Background: an optimization exercise with open tools, aiming at small area and few clock cycles per item. Do not read the settings as production practice.

==> flow/design.v <==
`timescale 1ns / 1ps
`default_nettype none
package ufd_pkg;
	localparam int unsigned FIELD_WIDTH = 32;
	localparam int unsigned QUOT_WIDTH  = 64;
	localparam int unsigned BITS_PER_CLK = 6;
	localparam int unsigned RW = 33;
endpackage
`default_nettype wire
`timescale 1ns / 1ps
`default_nettype none
module ufd_stage (
	input  wire logic [ufd_pkg::RW-1:0] ws_i,
	input  wire logic [ufd_pkg::RW-1:0] wc_i,    
	input  wire logic [1:0]             n_i,     
	input  wire logic [31:0]            d,
	output logic [ufd_pkg::RW-1:0]      ws_o,
	output logic [ufd_pkg::RW-1:0]      wc_o,
	output logic [1:0]                  qp,      
	output logic [1:0]                  qn       
);
	localparam int unsigned YW = ufd_pkg::RW + 2;
	logic signed [6:0] est;
	logic signed [6:0] m2, m1, m0, mm1;
	logic          pos, neg, two;
	logic [YW-1:0] ys;
	logic [YW-1:0] yc;
	logic [YW-1:0] nmag;
	logic [YW-1:0] op;
	logic [YW-1:0] sum;
	logic [YW-1:0] cry;
	always_comb begin
		case (d[30:28])
			3'd0:    begin m2 = 7'sd12; mm1 = -7'sd13; end
			3'd1:    begin m2 = 7'sd14; mm1 = -7'sd15; end
			3'd2:    begin m2 = 7'sd15; mm1 = -7'sd16; end
			3'd3:    begin m2 = 7'sd16; mm1 = -7'sd17; end
			3'd4:    begin m2 = 7'sd18; mm1 = -7'sd19; end
			3'd5:    begin m2 = 7'sd19; mm1 = -7'sd20; end
			3'd6:    begin m2 = 7'sd20; mm1 = -7'sd21; end
			default: begin m2 = 7'sd22; mm1 = -7'sd23; end
		endcase
		m1 = d[30] ? 7'sd6 : 7'sd4;
		m0 = d[30] ? -7'sd7 : -7'sd5;
	end
	always_comb begin
		est = ws_i[ufd_pkg::RW-1 -: 7] + wc_i[ufd_pkg::RW-1 -: 7];
		pos = (est >= m1);
		neg = (est < m0);
		two = pos ? (est >= m2) : (est < mm1);
		qp  = {pos & two, pos & ~two};
		qn  = {neg & two, neg & ~two};
		ys  = {ws_i, n_i};
		yc  = {wc_i, 1'b0, pos};
		nmag = ~(two ? {{(YW-33){1'b0}}, d, 1'b0} : {{(YW-32){1'b0}}, d});
		for (int j = 0; j < YW; j++) begin
			op[j] = nmag[j] ? pos : neg;
		end
		sum = ys ^ yc ^ op;
		cry = (ys & yc) | (ys & op) | (yc & op);
		ws_o = sum[ufd_pkg::RW-1:0];
		wc_o = {cry[ufd_pkg::RW-2:0], 1'b0};
	end
endmodule
`default_nettype wire
`timescale 1ns / 1ps
`timescale 1ns / 1ps
`default_nettype none
module unsigned_fractional_divider (
	input  wire logic                            clk,
	input  wire logic                            arst_n,
	input  wire logic                            in_valid,
	output logic                                 in_ready,
	input  wire logic [ufd_pkg::FIELD_WIDTH-1:0] in_dividend,
	input  wire logic [ufd_pkg::FIELD_WIDTH-1:0] in_divisor,
	output logic                                 out_valid,
	input  wire logic                            out_ready,
	output logic [ufd_pkg::QUOT_WIDTH-1:0]       out_quotient
);
	localparam int unsigned B  = ufd_pkg::BITS_PER_CLK;
	localparam int unsigned K  = B / 2;             
	localparam int unsigned RW = ufd_pkg::RW;
	logic [3:0]    cnt_q;      
	logic          done_q;     
	logic [RW-1:0] ws_q;
	logic [RW-1:0] wc_q;
	logic [30:0]   d_q;        
	logic [B:0]    nb_q;       
	logic [63:0]   q_q;        
	logic [B-1:0]  pp_q;       
	logic [B-1:0]  pn_q;       
	logic          held_q;     
	logic          corr_q;     
	logic          busy;
	logic          load;
	assign busy      = (cnt_q != 4'd0);
	assign in_ready  = ~busy & (~done_q | out_ready);
	assign load      = in_valid & in_ready;
	assign out_valid = done_q;
	logic        bz;
	logic [4:0]  s;
	logic [31:0] x16, x8, x4, x2, x1;
	logic [2:0]  p;            
	logic [3:0]  cnt_init;
	logic [31+B-1:0] y;        
	always_comb begin
		bz   = (in_divisor == 32'd0);
		s[4] = (in_divisor[31:16] == 16'd0);
		x16  = s[4] ? {in_divisor[15:0], 16'd0} : in_divisor;
		s[3] = (x16[31:24] == 8'd0);
		x8   = s[3] ? {x16[23:0], 8'd0} : x16;
		s[2] = (x8[31:28] == 4'd0);
		x4   = s[2] ? {x8[27:0], 4'd0} : x8;
		s[1] = (x4[31:30] == 2'd0);
		x2   = s[1] ? {x4[29:0], 2'd0} : x4;
		s[0] = ~x2[31];
		x1   = s[0] ? {x2[30:0], 1'b0} : x2;
		p        = '0;
		cnt_init = '0;
		for (int k = 0; k < 32; k++) begin
			if (s == 5'(k)) begin
				p        = 3'((B - ((34 + k) % B)) % B);
				cnt_init = 4'((34 + k + (B - ((34 + k) % B)) % B) / B);
			end
		end
		y        = {in_dividend, {(B-1){1'b0}}} >> p;
	end
	logic [RW-1:0] ws_s [K+1];
	logic [RW-1:0] wc_s [K+1];
	logic [B-1:0]  dp;         
	logic [B-1:0]  dn;         
	assign ws_s[0] = ws_q;
	assign wc_s[0] = wc_q;
	for (genvar i = 0; i < K; i++) begin : g_step
		ufd_stage u_step (
			.ws_i (ws_s[i]),
			.wc_i (wc_s[i]),
			.n_i  (nb_q[B-2*i -: 2]),
			.d    ({1'b1, d_q}),
			.ws_o (ws_s[i+1]),
			.wc_o (wc_s[i+1]),
			.qp   (dp[B-1-2*i -: 2]),
			.qn   (dn[B-1-2*i -: 2])
		);
	end
	logic [RW-1:0] rc;         
	logic          rneg;
	logic          corr;
	logic [B+1:0]  lo;
	logic [63-B:0] tz;         
	logic [63:0]   q_n;
	always_comb begin
		rc[0] = 1'b0;
		for (int i = 1; i < RW; i++) begin
			rc[i] = (ws_q[i-1] & wc_q[i-1]) | (rc[i-1] & (ws_q[i-1] | wc_q[i-1]));
		end
		rneg  = held_q ? corr_q : (ws_q[RW-1] ^ wc_q[RW-1] ^ rc[RW-1]);
		corr  = ~busy & rneg;
		lo    = {2'b00, pp_q} - {2'b00, pn_q} - {{(B+1){1'b0}}, corr};
		tz[0] = 1'b1;
		for (int i = 1; i <= 63 - B; i++) begin
			tz[i] = tz[i-1] & ~q_q[i-1];
		end
		q_n   = {q_q[63-B:0] ^ ({(64-B){lo[B+1]}} & tz), lo[B-1:0]};
	end
	assign out_quotient = q_n;
	always_ff @(posedge clk or negedge arst_n) begin
		if (!arst_n) begin
			cnt_q  <= 4'd0;
			done_q <= 1'b0;
		end else if (load) begin
			cnt_q  <= bz ? 4'd0 : cnt_init;
			done_q <= bz;
		end else if (busy) begin
			cnt_q  <= cnt_q - 4'd1;
			done_q <= (cnt_q == 4'd1);
		end else if (out_ready) begin
			done_q <= 1'b0;
		end
	end
	always_ff @(posedge clk) begin
		if (load) begin
			ws_q <= RW'(y[31+B-1:B+1]);
			wc_q <= '0;
			nb_q <= y[B:0];
		end else begin
			ws_q <= ws_s[K];
			wc_q <= wc_s[K];
			nb_q <= {nb_q[0], {B{1'b0}}};
		end
		held_q <= done_q & ~out_ready;
		corr_q <= rneg;
	end
	always_ff @(posedge clk) begin
		if (load) begin
			d_q  <= x1[30:0];
			q_q  <= {64{bz}};
			pp_q <= {B{bz}};
			pn_q <= '0;
		end else if (busy) begin
			q_q  <= q_n;
			pp_q <= dp;
			pn_q <= dn;
		end
	end
endmodule
`default_nettype wire
clock: 10.0 ns
lec_check: 0
abc_area: 1
cap_margin: 20
core_margin: 2
core_utilization: 40
slew_margin: 20
standard.sh (not shown) runs the stock make flow with config.mk's settings and CLKGATE_MAP_FILE= SYNTH_SCRIPT=/design/flow/synth_recipe.tcl, a recipe that flattens the netlist after the stock synthesis.
==> flow/flow/run.sh <==
#!/bin/bash
# Standard layout, with the port buffers made from the smallest buffer cell.
set -o pipefail
export BUFFER_PORTS_ARGS="-buffer_cell sky130_fd_sc_hd__buf_1"
bash standard.sh finish > standard.log 2>&1
The starting point finished with negative setup slack left.
Next try:
--- a/flow/design.v
+++ b/flow/design.v
@@ -26,5 +26,6 @@
 	logic [YW-1:0] ys;
 	logic [YW-1:0] yc;
-	logic [YW-1:0] nmag;
+	logic [YW-1:0] mag;
+	logic          one;
 	logic [YW-1:0] op;
 	logic [YW-1:0] sum;
@@ -53,8 +54,7 @@
 		ys  = {ws_i, n_i};
 		yc  = {wc_i, 1'b0, pos};
-		nmag = ~(two ? {{(YW-33){1'b0}}, d, 1'b0} : {{(YW-32){1'b0}}, d});
-		for (int j = 0; j < YW; j++) begin
-			op[j] = nmag[j] ? pos : neg;
-		end
+		one = (pos | neg) & ~two;
+		mag = ({YW{one}} & {{(YW-32){1'b0}}, d}) | ({YW{two & (pos | neg)}} & {{(YW-33){1'b0}}, d, 1'b0});
+		op  = mag ^ {YW{pos}};
 		sum = ys ^ yc ^ op;
 		cry = (ys & yc) | (ys & op) | (yc & op);
@@ -144,23 +144,17 @@
 		);
 	end
-	logic [RW-1:0] rc;         
+	logic [RW-1:0] rem;
 	logic          rneg;
 	logic          corr;
 	logic [B+1:0]  lo;
-	logic [63-B:0] tz;         
+	logic [63:0]   q_dec;
 	logic [63:0]   q_n;
 	always_comb begin
-		rc[0] = 1'b0;
-		for (int i = 1; i < RW; i++) begin
-			rc[i] = (ws_q[i-1] & wc_q[i-1]) | (rc[i-1] & (ws_q[i-1] | wc_q[i-1]));
-		end
-		rneg  = held_q ? corr_q : (ws_q[RW-1] ^ wc_q[RW-1] ^ rc[RW-1]);
+		rem   = ws_q + wc_q;
+		rneg  = held_q ? corr_q : rem[RW-1];
 		corr  = ~busy & rneg;
 		lo    = {2'b00, pp_q} - {2'b00, pn_q} - {{(B+1){1'b0}}, corr};
-		tz[0] = 1'b1;
-		for (int i = 1; i <= 63 - B; i++) begin
-			tz[i] = tz[i-1] & ~q_q[i-1];
-		end
-		q_n   = {q_q[63-B:0] ^ ({(64-B){lo[B+1]}} & tz), lo[B-1:0]};
+		q_dec = q_q - 64'd1;
+		q_n   = {lo[B+1] ? q_dec[63-B:0] : q_q[63-B:0], lo[B-1:0]};
 	end
 	assign out_quotient = q_n;
=>
- With this change the flow completed without violations
- core utilization went down by 4.3 points
- via count stays flat
- design area went down by 6.2%
- final cell count stays flat
- register-to-register slack gets better by 640 ps
- non-clock buffer count went down by 90
- critical path depth went down by 11
No run of this note included a check of the RTL's function; only the layout flow was run.

## static timing again, ports no longer ideal
The flow's constraints put no driver on any port. The routed layouts listed below were extracted and timed again, unchanged, in two steps.
Step 1 (the two cells are an assumption about what drives the block):
set clk [get_ports {clk}]
set_driving_cell -lib_cell sky130_fd_sc_hd__clkbuf_16 $clk
set_driving_cell -lib_cell sky130_fd_sc_hd__buf_2 [delete_from_list [all_inputs] $clk]
Step 2, shift: input delay + t, output delay - t, t = (earliest + latest rising clock arrival at the registers) / 2. This alone moves slack from input paths to output paths.
Three values: ideal ports, drivers, drivers and shift; two values: the first two.
run | shift t [ns] | setup slack, ns | worst setup path at the end | pins driven straight from the clock port
the first run | 0.511 | -0.163 / -0.163 / -0.163 | register to register | 1
the second run | 0.506 | 0.478 / 0.478 / 0.478 | register to register | 1
